From an optimization exercise on the open Yosys and OpenROAD flow, aimed at small area; shortcuts taken in it are not production practice.
Only simulation tests tie the RTL to the original design; equivalence was not proved.
Power and IR drop assume default switching activity.

**design.v**
```verilog
package decode_pkg;
  localparam int OP_W = 16;
  localparam logic [5:0] OP_ADD  = 6'd0;
  localparam logic [5:0] OP_SUB  = 6'd1;
  localparam logic [5:0] OP_LI   = 6'd2;
  localparam logic [5:0] OP_SHL  = 6'd3;
  localparam logic [5:0] OP_SHR  = 6'd4;
  localparam logic [5:0] OP_AND  = 6'd5;
  localparam logic [5:0] OP_OR   = 6'd6;
  localparam logic [5:0] OP_XOR  = 6'd7;
  localparam logic [5:0] OP_BEQ  = 6'd8;
  localparam logic [5:0] OP_BNE  = 6'd9;
  localparam logic [5:0] OP_MOV  = 6'd10;
  localparam logic [5:0] OP_ADDI = 6'd11;
  localparam logic [5:0] OP_MUL  = 6'd12;
  localparam logic [5:0] OP_HALT = 6'd13;
  localparam logic [5:0] OP_NOP  = 6'd14;
  localparam int BIT_ADD  = 0;
  localparam int BIT_SUB  = 1;
  localparam int BIT_LI   = 2;
  localparam int BIT_SHL  = 3;
  localparam int BIT_SHR  = 4;
  localparam int BIT_AND  = 5;
  localparam int BIT_OR   = 6;
  localparam int BIT_XOR  = 7;
  localparam int BIT_BEQ  = 8;
  localparam int BIT_BNE  = 9;
  localparam int BIT_MOV  = 10;
  localparam int BIT_ADDI = 11;
  localparam int BIT_MUL  = 12;
  localparam int BIT_HALT = 13;
  localparam int BIT_NOP  = 14;
  localparam logic [OP_W-1:0] OP_ONEHOT_NOP = 16'h4000;
  typedef struct packed {
    logic wr;
    logic use_rt;
  } dst_info_t;
  function automatic logic [1:0] dst_info(input logic [5:0] op);
    logic wr;
    logic use_rt;
    wr     = 1'b0;
    use_rt = 1'b0;
    case (op)
      OP_ADD, OP_SUB, OP_SHL, OP_SHR, OP_AND,
      OP_OR, OP_XOR, OP_MOV, OP_MUL: wr = 1'b1;
      OP_LI, OP_ADDI: begin
        wr     = 1'b1;
        use_rt = 1'b1;
      end
      default: ;
    endcase
    dst_info = {wr, use_rt};
  endfunction
  function automatic logic [OP_W-1:0] op_onehot(input logic [5:0] op);
    logic [OP_W-1:0] oh;
    oh = '0;
    if (op <= OP_NOP) oh[op[3:0]] = 1'b1;
    else              oh[BIT_NOP] = 1'b1;
    op_onehot = oh;
  endfunction
endpackage
module regfile_bypass #(
  parameter  int DATA_W  = 32,
  parameter  int REG_CNT = 32,
  localparam int RA_W    = $clog2(REG_CNT)
) (
  input  logic              clock,
  input  logic              reset,
  input  logic              wr_en,
  input  logic [RA_W-1:0]   wr_addr,
  input  logic [DATA_W-1:0] wr_data,
  input  logic [RA_W-1:0]   raddr_a,
  input  logic [RA_W-1:0]   raddr_b,
  output logic [DATA_W-1:0] rdata_a,
  output logic [DATA_W-1:0] rdata_b
);
  logic [DATA_W-1:0] regs [REG_CNT];
  always_ff @(posedge clock) begin
    if (reset) begin
      for (int i = 0; i < REG_CNT; i++) regs[i] <= '0;
    end else if (wr_en) begin
      regs[wr_addr] <= wr_data;
    end
  end
  assign rdata_a = (wr_en && (wr_addr == raddr_a)) ? wr_data : regs[raddr_a];
  assign rdata_b = (wr_en && (wr_addr == raddr_b)) ? wr_data : regs[raddr_b];
endmodule
import decode_pkg::*;
module decode_stage #(
  parameter  int DATA_W  = 32,
  parameter  int PC_W    = 32,
  parameter  int REG_CNT = 32,
  localparam int RA_W    = $clog2(REG_CNT)
) (
  input  logic              clock,
  input  logic              reset,
  input  logic              if_valid,
  output logic              if_ready,
  input  logic [31:0]       if_instr,
  input  logic [PC_W-1:0]   if_pc,
  input  logic              wb_en,
  input  logic [RA_W-1:0]   wb_addr,
  input  logic [DATA_W-1:0] wb_data,
  input  logic              flush,
  output logic              ex_valid,
  input  logic              ex_ready,
  output logic [PC_W-1:0]   ex_pc,
  output logic [OP_W-1:0]   ex_op,
  output logic [DATA_W-1:0] ex_a,
  output logic [DATA_W-1:0] ex_b,
  output logic [RA_W-1:0]   ex_dst,
  output logic              ex_wr,
  output logic [DATA_W-1:0] ex_imm,
  output logic              halted
);
  logic [5:0]         op;
  logic [RA_W-1:0]    rs;
  logic [RA_W-1:0]    rt;
  logic [RA_W-1:0]    rd;
  logic [15:0]        imm;
  decode_pkg::dst_info_t info;
  logic [DATA_W-1:0]  rs_val;
  logic [DATA_W-1:0]  rt_val;
  logic [REG_CNT-1:0] busy;
  logic [REG_CNT-1:0] busy_next;
  logic               rs_hazard;
  logic               rt_hazard;
  logic               stall;
  logic               issue;
  logic               accept;
  assign op   = if_instr[31:26];
  assign rs   = if_instr[21 +: RA_W];
  assign rt   = if_instr[16 +: RA_W];
  assign rd   = if_instr[11 +: RA_W];
  assign imm  = if_instr[15:0];
  assign info = decode_pkg::dst_info(op);
  regfile_bypass #(
    .DATA_W  (DATA_W),
    .REG_CNT (REG_CNT)
  ) u_regfile (
    .clock   (clock),
    .reset   (reset),
    .wr_en   (wb_en),
    .wr_addr (wb_addr),
    .wr_data (wb_data),
    .raddr_a (rs),
    .raddr_b (rt),
    .rdata_a (rs_val),
    .rdata_b (rt_val)
  );
  assign rs_hazard = (busy[rs] && !(wb_en && (wb_addr == rs))) ||
                     (ex_valid && ex_wr && (ex_dst == rs));
  assign rt_hazard = (busy[rt] && !(wb_en && (wb_addr == rt))) ||
                     (ex_valid && ex_wr && (ex_dst == rt));
  assign stall     = rs_hazard || rt_hazard;
  assign issue    = ex_valid && ex_ready;
  assign if_ready = !reset && !halted && !stall && (!ex_valid || ex_ready);
  assign accept   = if_valid && if_ready;
  always_comb begin
    busy_next = busy;
    if (wb_en)          busy_next[wb_addr] = 1'b0;
    if (issue && ex_wr) busy_next[ex_dst]  = 1'b1;
  end
  always_ff @(posedge clock) begin
    if (reset) busy <= '0;
    else       busy <= busy_next;
  end
  always_ff @(posedge clock) begin
    if (reset) begin
      ex_valid <= 1'b0;
      ex_pc    <= '0;
      ex_op    <= OP_ONEHOT_NOP;
      ex_a     <= '0;
      ex_b     <= '0;
      ex_dst   <= '0;
      ex_wr    <= 1'b0;
      ex_imm   <= '0;
    end else if (flush) begin
      ex_valid <= 1'b0;
    end else if (accept) begin
      ex_valid <= 1'b1;
      ex_pc    <= if_pc;
      ex_op    <= decode_pkg::op_onehot(op);
      ex_a     <= rs_val;
      ex_b     <= rt_val;
      ex_dst   <= info.use_rt ? rt : rd;
      ex_wr    <= info.wr;
      ex_imm   <= {{(DATA_W-16){imm[15]}}, imm};
    end else if (ex_ready) begin
      ex_valid <= 1'b0;
    end
  end
  always_ff @(posedge clock) begin
    if (reset)                        halted <= 1'b0;
    else if (issue && ex_op[BIT_HALT]) halted <= 1'b1;
  end
endmodule
```
**run.sh**
```bash
#!/bin/bash
# synth_recipe.tcl (not shown) runs the flow's synth.tcl, then flattens the netlist and writes it again
# the make line also repeats each setting of config.mk as NAME=value (left out here)
make -C /OpenROAD-flow-scripts/flow DESIGN_CONFIG=/design/flow/config.mk WORK_HOME=/design/flow/orfs CLKGATE_MAP_FILE= SYNTH_SCRIPT=/design/flow/synth_recipe.tcl finish
```
**config.mk**
```make
export PLATFORM = sky130hd
export DESIGN_NAME = decode_stage
export DESIGN_NICKNAME = decode_stage
export VERILOG_FILES = /design/flow/design.v
export SDC_FILE = /design/flow/constraint.sdc
export NUM_CORES = 4
export LEC_CHECK = 0
export CAP_MARGIN = 20
export CORE_MARGIN = 2
export CORE_UTILIZATION = 40
export SLEW_MARGIN = 20
```
**constraint.sdc**
```tcl
create_clock -name core_clock -period 5.0 [get_ports {clock}]
set_input_delay 1.0000 -clock core_clock [delete_from_list [all_inputs] [get_ports {clock}]]
set_output_delay 1.0000 -clock core_clock [all_outputs]
set_load 0.01 [all_outputs]
```
==> results.json <==
{
  "outcome": "finished clean",
  "h-tree-depth": 4,
  "yosys_register_bits": 1192,
  "fin_util": 0.469,
  "synth_top_cell_by_area": "edfxtp_1",
  "synth_top_area_share": 0.493,
  "rsz0062_at_grt": "no",
  "postSynthCellCount": 4573,
  "cts_resized": 0,
  "start_kind": "primary input",
  "power_uw": 24800,
  "grt_use_total": 0.283,
  "synth.most_common_cell": "and2_1",
  "cts_hold_buf": 0,
  "first_pass_iters": 5,
  "clk_latency_ns": 0.79,
  "post-dp-hpwl_um": 139000,
  "setup_tns_ns": 0,
  "skew_ns": 0.0368,
  "max_freq_mhz": 209,
  "fin_nets": 4811,
  "slew_headroom": 0.261,
  "multi_input_area_sq_um": 26600,
  "grt_use_met3": 0.0635,
  "areaGrowthSynthToFinish_pct": 16.1,
  "drt_wl_total_um": 228000,
  "period_share": 0.957,
  "cts.sinks": 1192,
  "worstPathRequired_ns": 4.00,
  "report.final.slew_viol_count": 0,
  "fin_ws_ns": 0.215,
  "dieArea_sq_um": 159000,
  "power_leakage_uw": 0.0259,
  "r2r_start": "busy[2]$_SDFF_PP0_",
  "cp_slowest_stage_delay_ns": 0.57,
  "yosys_warnings": 2,
  "pre_cts_ws_ns": 0.301,
  "cts_root_buffer": "clkbuf_16",
  "grt-busiest-layer": "met2",
  "holdPathStages": 2,
  "clk_pin_slew_ns": 0.05,
  "r2r.worst_path.cells": 8,
  "crit_fanout": 19,
  "num_rows": 144,
  "fillerInstances": 13401,
  "grt_max_degree": 95,
  "clock_path_buffers": 3,
  "hp-start": "ex_imm[10]$_SDFFE_PP0P_",
  "max_cap_violations": 0,
  "period_needed_ns": 4.78,
  "fp.dieW_um": 399,
  "hold_path.class": "reg -> reg",
  "avgSynthCellArea_sq_um": 13.6,
  "tightest_slew_ns": 1.11,
  "pin_count": 260,
  "drive_gt1_frac": 0.194,
  "synth_ff_type": "edfxtp_1",
  "r2r_slack_ns": 2.19,
  "final_hold_viol_count": 0,
  "r2r_end": "ex_a[0]$_SDFFE_PP0P_",
  "via_per_inst": 6.29,
  "crit_chain": "clkdlybuf4s50_1 > buf_4 > nor4b_2 > a22oi_1 > o211ai_1 > or4_4 > and3_1 > clkdlybuf4s50_1",
  "seqCellArea_sq_um": 34100,
  "syn_area_sq_um": 62400,
  "synth.area.top_cells": "edfxtp_1, mux4_2, and2_1",
  "ys_async_sr_fraction": 0,
  "critPathSlowestCell": "clkdlybuf4s50_1",
  "postCtsSetupRepairBufs": 0,
  "crit_family": "buffers and inverters",
  "initial_core_util": 0.404,
  "drt-initial-drc-count": 6164,
  "grt_util_met1": 0.384,
  "hold_end": "ex_imm[10]$_SDFFE_PP0P_",
  "wl_per_cell_um": 33.3,
  "cts_tree": "yes",
  "final_antenna_net_count": 0,
  "portBuffers": 259,
  "p_per_area_nw_per_um2": 342,
  "cp-end-kind": "primary output",
  "gp_congestion": 0.916,
  "use_met2": 0.426,
  "synth_edf_count": 1024,
  "antenna_found_initial": 19,
  "critPathKind": "in -> out",
  "yosysSeqAreaShare": 0.547,
  "ir_worst_vdd_mv": 0.366,
  "crit_buf_inv": 3,
  "core_sq_um": 154000,
  "cp.arrival_ns": 3.78,
  "cp_common_cell": "clkdlybuf4s50_1",
  "vias": 43103,
  "fp.dieH_um": 399,
  "syn_nets": 4691,
  "grt_pass1_vias": 41933,
  "cts_buffers": 135,
  "yosys-top-cells-count": "and2_1, edfxtp_1, mux4_2",
  "overflow": 0,
  "grt_pass1_wl_um": 319000,
  "drc": 0,
  "setup_viol": 0,
  "synth_cell_types": 60
}
area by class of cell:
| cell class | count | area share |
|---|---|---|
| antenna | 6 | 0.000207 |
| clock buffer | 180 | 0.0510 |
| clock inverter | 69 | 0.0121 |
| inverter | 16 | 0.000898 |
| multi-input combinational | 2887 | 0.368 |
| sequential | 1192 | 0.471 |
| tap | 2044 | 0.0353 |
| timing repair buffer | 461 | 0.0618 |
worst max path at each step:
| stage | from | endpoint | slack, ns | cells after the start |
|---|---|---|---|---|
| 3_3_place_gp | if_instr[19] | if_ready | 0.30 | 8 |
| 5_1_grt | if_instr[19] | if_ready | 0.16 | 8 |
| 4_1_cts | if_instr[19] | if_ready | 0.29 | 8 |
| 3_5_place_dp | if_instr[19] | if_ready | 0.30 | 8 |
| 2_1_floorplan | wb_addr[3] | u_regfile.regs[11][0]$_SDFFCE_PN0P_ | 0.33 | 4 |
| 6_report | if_instr[19] | if_ready | 0.22 | 8 |
sequential cells by signal (all words and copies together), names as in the netlist:
signal	cells
u_regfile.regs	1024
busy	32
ex_a	32
ex_b	32
ex_pc	32
ex_imm	16
ex_op	16
ex_dst	5
ex_valid	1
ex_wr	1
halted	1
metal layers:
layer | routed length [um] | share of wire | vias to the layer above
li1 | - | - | 17506
met1 | 88200 | 0.39 | 22098
met2 | 101000 | 0.44 | 2948
met3 | 25900 | 0.11 | 541
met4 | 13100 | 0.057 | 10
met5 | 68 | 0.00030 | -
worst register-to-register path: stages, from the launching register on:
cell and delay [ns]:
dfxtp_1 0.34, mux4_2 0.47, nor2b_1 0.14, a2111oi_0 0.48, a2111o_2 0.26, nand3_4 0.23, buf_12 0.31, buf_12 0.29
mux2i_1 0.15
cell usage in the layout, fill, tap and decap left out, types with 31 or more instances in the layout:
cell and n:
clkdlybuf4s50_1 240, dfxtp_1 168, mux2_1 36, nor2_1 55
clkbuf_16 138, a22oi_1 132, and2_1 1027, nor2b_1 58
mux4_2 398, mux2i_1 348, a21oi_1 70, o21ai_4 32
o22a_1 43, buf_12 33, nor2_4 31, edfxtp_1 1024
o221ai_1 43, nor4_1 40, o22ai_1 107, buf_4 171
clkbuf_1 33, nand2_1 205
stage by stage:
step	hold slack (ns)	area, sq um	instances
4_1_cts	0.461	72400	6849
6_report	0.459	72400	6855
5_1_grt	0.481	72400	6849
3_3_place_gp	0.445	67900	6600
2_1_floorplan	0.455	62400	4573
3_5_place_dp	0.453	67900	6600
cells by family after synthesis:
logic type,Yosys count,share of synthesized area
adders and majority gates,11,0.00221
xor gates and xnor gates,30,0.00421
muxes,799,0.209
DFF,1192,0.547
AOI/OAI and AO/OA,497,0.0551
buffers and inverters,494,0.0382
and+or+nand+nor,1550,0.145
power by group:
| part | total [uW] | internal, uW | switching, uW | leakage [uW] |
|---|---|---|---|---|
| combinational | 2850 | 1160 | 1690 | 0.0126 |
| clock | 10400 | 6070 | 4290 | 0.00220 |
| sequential | 11600 | 11300 | 294 | 0.0111 |

## static timing again, ports no longer ideal
Ports are ideal in the flow. The routed layout listed here was re-timed in OpenROAD.
Step 1: set_driving_cell puts a clkbuf_16 on clock and a buf_2 on each other input, an assumption about the parent block.
Step 2 adds t to the input delays and takes it off the output delays; t is the mean of the earliest and latest rising clock arrival at the registers after step 1. Input paths then give back, and output paths get back, about the clock's delay inside the block.
Three values: no drivers, after step 1, after step 2; two values: the first two.
t, ns: 0.853
slack for setup (ns): 0.215 / 0.184 / 0.184
worst hold slack (ns): 0.459 / 0.459 / 0.459
worst setup path at the end: input to output
slew at the worst register clock pin (ns): 0.07 / 0.07
After both steps this run still meets setup and hold. For this run, drivers alone change the setup slack by -0.031 ns; drivers and shift together by -0.031 ns.
